Background: an optimization exercise with open tools, aiming at small area. Do not read the settings as production practice.
Only simulation tests tie the RTL to the original design; equivalence was not proved.
No activity file was given, so power comes from the tool's default toggle rates.

==> module line_delay, before the edit <==
module line_delay
#(
  parameter int DEPTH = 125,
  parameter int PIX_W = sobel_pkg::PIX_W_DEF
) (
  input  logic             clk,
  input  logic             rst,
  input  logic             en_i,
  input  logic [PIX_W-1:0] din_i,
  output logic [PIX_W-1:0] dout_o
);
  logic [PIX_W-1:0] sr_q [DEPTH];
  logic [PIX_W-1:0] keep_w;
  assign keep_w = {PIX_W{!rst}};
  always_ff @(posedge clk) begin
    sr_q[0] <= en_i ? din_i : (sr_q[0] & keep_w);
    for (int i = 1; i < DEPTH; i++) begin
      sr_q[i] <= en_i ? sr_q[i-1] : (sr_q[i] & keep_w);
    end
  end
  assign dout_o = sr_q[DEPTH-1];
endmodule
==> module sobel_window_reader, before the edit <==
module sobel_window_reader
#(
  parameter int IMG_W = 128,
  parameter int IMG_H = 128,
  parameter int PIX_W = sobel_pkg::PIX_W_DEF
) (
  input  logic                 clk,
  input  logic                 rst,
  input  logic                 pix_valid_i,
  input  logic [7:0]           pix_i,
  output logic [71:0]          win_o,
  output logic                 win_valid_o,
  output logic                 frame_done_o,
  output logic [6:0]           row_o,
  output logic [6:0]           col_o
);
  localparam int CW = (IMG_W > 1) ? $clog2(IMG_W) : 1;
  localparam int RW = (IMG_H > 1) ? $clog2(IMG_H) : 1;
  logic             en;
  logic [PIX_W-1:0] tap_q [9];
  logic [PIX_W-1:0] tap_d [9];
  logic [PIX_W-1:0] a_out;
  logic [PIX_W-1:0] b_out;
  logic [CW-1:0]    col_q;
  logic [RW-1:0]    row_q;
  logic             acc_q;
  assign en = pix_valid_i;
  line_delay #(.DEPTH(IMG_W - 3), .PIX_W(PIX_W)) u_delay_a (
    .clk    (clk),
    .rst    (rst),
    .en_i   (en),
    .din_i  (tap_q[sobel_pkg::TAP_BL]),
    .dout_o (a_out)
  );
  line_delay #(.DEPTH(IMG_W - 3), .PIX_W(PIX_W)) u_delay_b (
    .clk    (clk),
    .rst    (rst),
    .en_i   (en),
    .din_i  (tap_q[sobel_pkg::TAP_ML]),
    .dout_o (b_out)
  );
  always_comb begin
    tap_d[sobel_pkg::TAP_TL] = tap_q[sobel_pkg::TAP_TM];
    tap_d[sobel_pkg::TAP_TM] = tap_q[sobel_pkg::TAP_TR];
    tap_d[sobel_pkg::TAP_TR] = b_out;
    tap_d[sobel_pkg::TAP_ML] = tap_q[sobel_pkg::TAP_MM];
    tap_d[sobel_pkg::TAP_MM] = tap_q[sobel_pkg::TAP_MR];
    tap_d[sobel_pkg::TAP_MR] = a_out;
    tap_d[sobel_pkg::TAP_BL] = tap_q[sobel_pkg::TAP_BM];
    tap_d[sobel_pkg::TAP_BM] = tap_q[sobel_pkg::TAP_BR];
    tap_d[sobel_pkg::TAP_BR] = pix_i;
  end
  always_ff @(posedge clk) begin
    for (int i = 0; i < 9; i++) begin
      tap_q[i] <= en ? tap_d[i] : (tap_q[i] & {PIX_W{!rst}});
    end
  end
  always_ff @(posedge clk) begin
    if (rst) begin
      col_q <= CW'(IMG_W - 2);
      row_q <= RW'(IMG_H - 2);
      acc_q <= 1'b0;
    end else begin
      acc_q <= en;
      if (en) begin
        col_q <= col_q + CW'(1);
        if (col_q == CW'(IMG_W - 2)) begin
          row_q <= row_q + RW'(1);
        end
      end
    end
  end
  assign win_valid_o  = acc_q && (col_q != '0) && (col_q != CW'(IMG_W - 1))
                              && (row_q != '0) && (row_q != RW'(IMG_H - 1));
  assign frame_done_o = acc_q && (col_q == CW'(IMG_W - 2)) && (row_q == RW'(IMG_H - 2));
  assign row_o        = row_q;
  assign col_o        = col_q;
  assign win_o        = {tap_q[sobel_pkg::TAP_TL], tap_q[sobel_pkg::TAP_TM], tap_q[sobel_pkg::TAP_TR],
                         tap_q[sobel_pkg::TAP_ML], tap_q[sobel_pkg::TAP_MM], tap_q[sobel_pkg::TAP_MR],
                         tap_q[sobel_pkg::TAP_BL], tap_q[sobel_pkg::TAP_BM], tap_q[sobel_pkg::TAP_BR]};
endmodule
Settings: LEC_CHECK=0, CAP_MARGIN=20, CORE_MARGIN=2, CORE_UTILIZATION=40, SLEW_MARGIN=20; clock period 5.0 ns.
run.sh (not shown) runs the stock make flow with config.mk's settings and CLKGATE_MAP_FILE= SYNTH_SCRIPT=/design/flow/synth_recipe.tcl, a recipe that flattens the netlist after the stock synthesis.
The starting point ran to the end with no violations.
Next try:
--- a/flow/design.v
+++ b/flow/design.v
@@ -22,5 +22,4 @@
 ) (
   input  logic             clk,
-  input  logic             rst,
   input  logic             en_i,
   input  logic [PIX_W-1:0] din_i,
@@ -28,10 +27,10 @@
 );
   logic [PIX_W-1:0] sr_q [DEPTH];
-  logic [PIX_W-1:0] keep_w;
-  assign keep_w = {PIX_W{!rst}};
   always_ff @(posedge clk) begin
-    sr_q[0] <= en_i ? din_i : (sr_q[0] & keep_w);
-    for (int i = 1; i < DEPTH; i++) begin
-      sr_q[i] <= en_i ? sr_q[i-1] : (sr_q[i] & keep_w);
+    if (en_i) begin
+      sr_q[0] <= din_i;
+      for (int i = 1; i < DEPTH; i++) begin
+        sr_q[i] <= sr_q[i-1];
+      end
     end
   end
@@ -58,5 +57,4 @@
   logic             en;
   logic [PIX_W-1:0] tap_q [9];
-  logic [PIX_W-1:0] tap_d [9];
   logic [PIX_W-1:0] a_out;
   logic [PIX_W-1:0] b_out;
@@ -67,5 +65,4 @@
   line_delay #(.DEPTH(IMG_W - 3), .PIX_W(PIX_W)) u_delay_a (
     .clk    (clk),
-    .rst    (rst),
     .en_i   (en),
     .din_i  (tap_q[sobel_pkg::TAP_BL]),
@@ -74,23 +71,19 @@
   line_delay #(.DEPTH(IMG_W - 3), .PIX_W(PIX_W)) u_delay_b (
     .clk    (clk),
-    .rst    (rst),
     .en_i   (en),
     .din_i  (tap_q[sobel_pkg::TAP_ML]),
     .dout_o (b_out)
   );
-  always_comb begin
-    tap_d[sobel_pkg::TAP_TL] = tap_q[sobel_pkg::TAP_TM];
-    tap_d[sobel_pkg::TAP_TM] = tap_q[sobel_pkg::TAP_TR];
-    tap_d[sobel_pkg::TAP_TR] = b_out;
-    tap_d[sobel_pkg::TAP_ML] = tap_q[sobel_pkg::TAP_MM];
-    tap_d[sobel_pkg::TAP_MM] = tap_q[sobel_pkg::TAP_MR];
-    tap_d[sobel_pkg::TAP_MR] = a_out;
-    tap_d[sobel_pkg::TAP_BL] = tap_q[sobel_pkg::TAP_BM];
-    tap_d[sobel_pkg::TAP_BM] = tap_q[sobel_pkg::TAP_BR];
-    tap_d[sobel_pkg::TAP_BR] = pix_i;
-  end
   always_ff @(posedge clk) begin
-    for (int i = 0; i < 9; i++) begin
-      tap_q[i] <= en ? tap_d[i] : (tap_q[i] & {PIX_W{!rst}});
+    if (en) begin
+      tap_q[sobel_pkg::TAP_TL] <= tap_q[sobel_pkg::TAP_TM];
+      tap_q[sobel_pkg::TAP_TM] <= tap_q[sobel_pkg::TAP_TR];
+      tap_q[sobel_pkg::TAP_TR] <= b_out;
+      tap_q[sobel_pkg::TAP_ML] <= tap_q[sobel_pkg::TAP_MM];
+      tap_q[sobel_pkg::TAP_MM] <= tap_q[sobel_pkg::TAP_MR];
+      tap_q[sobel_pkg::TAP_MR] <= a_out;
+      tap_q[sobel_pkg::TAP_BL] <= tap_q[sobel_pkg::TAP_BM];
+      tap_q[sobel_pkg::TAP_BM] <= tap_q[sobel_pkg::TAP_BR];
+      tap_q[sobel_pkg::TAP_BR] <= pix_i;
     end
   end
Outcome: The changed run went through all stages and came out clean. Power increases by about 10%. First-iteration DRC count shrinks by about 25%. Count of clock-buffer cells in the layout drops by 56. Global-route usage drops by 2.9 points. Fmax goes down by 2.0%.

[re-timing with driven ports]
No port has a modelled driver above. Below, the same layouts with a new extraction and two added sets of constraints.
Step 1: set_driving_cell puts a clkbuf_16 on clk and a buf_2 on each other input, an assumption about the parent block.
Step 2 also shifts input and output timing later by t, the mid clock arrival at the registers, as if the neighbouring blocks saw the same clock.
Slacks: no drivers / after step 1 / after step 2; pairs: no drivers / after step 1.
| run | t (ns) | setup WS [ns] | worst hold slack (ns) | latest minus earliest clock arrival (ns) | worst data-port slew with drivers (ns) |
|---|---|---|---|---|---|
| the first run | 0.855 | 1.306 / 1.233 / 1.687 | 0.450 / 0.450 / 0.450 | 0.047 / 0.047 | 0.08 |
| the second run | 0.851 | 1.232 / 1.164 / 1.990 | 0.389 / 0.389 / 0.389 | 0.043 / 0.043 | 0.08 |
After both steps every run listed still meets setup and hold.
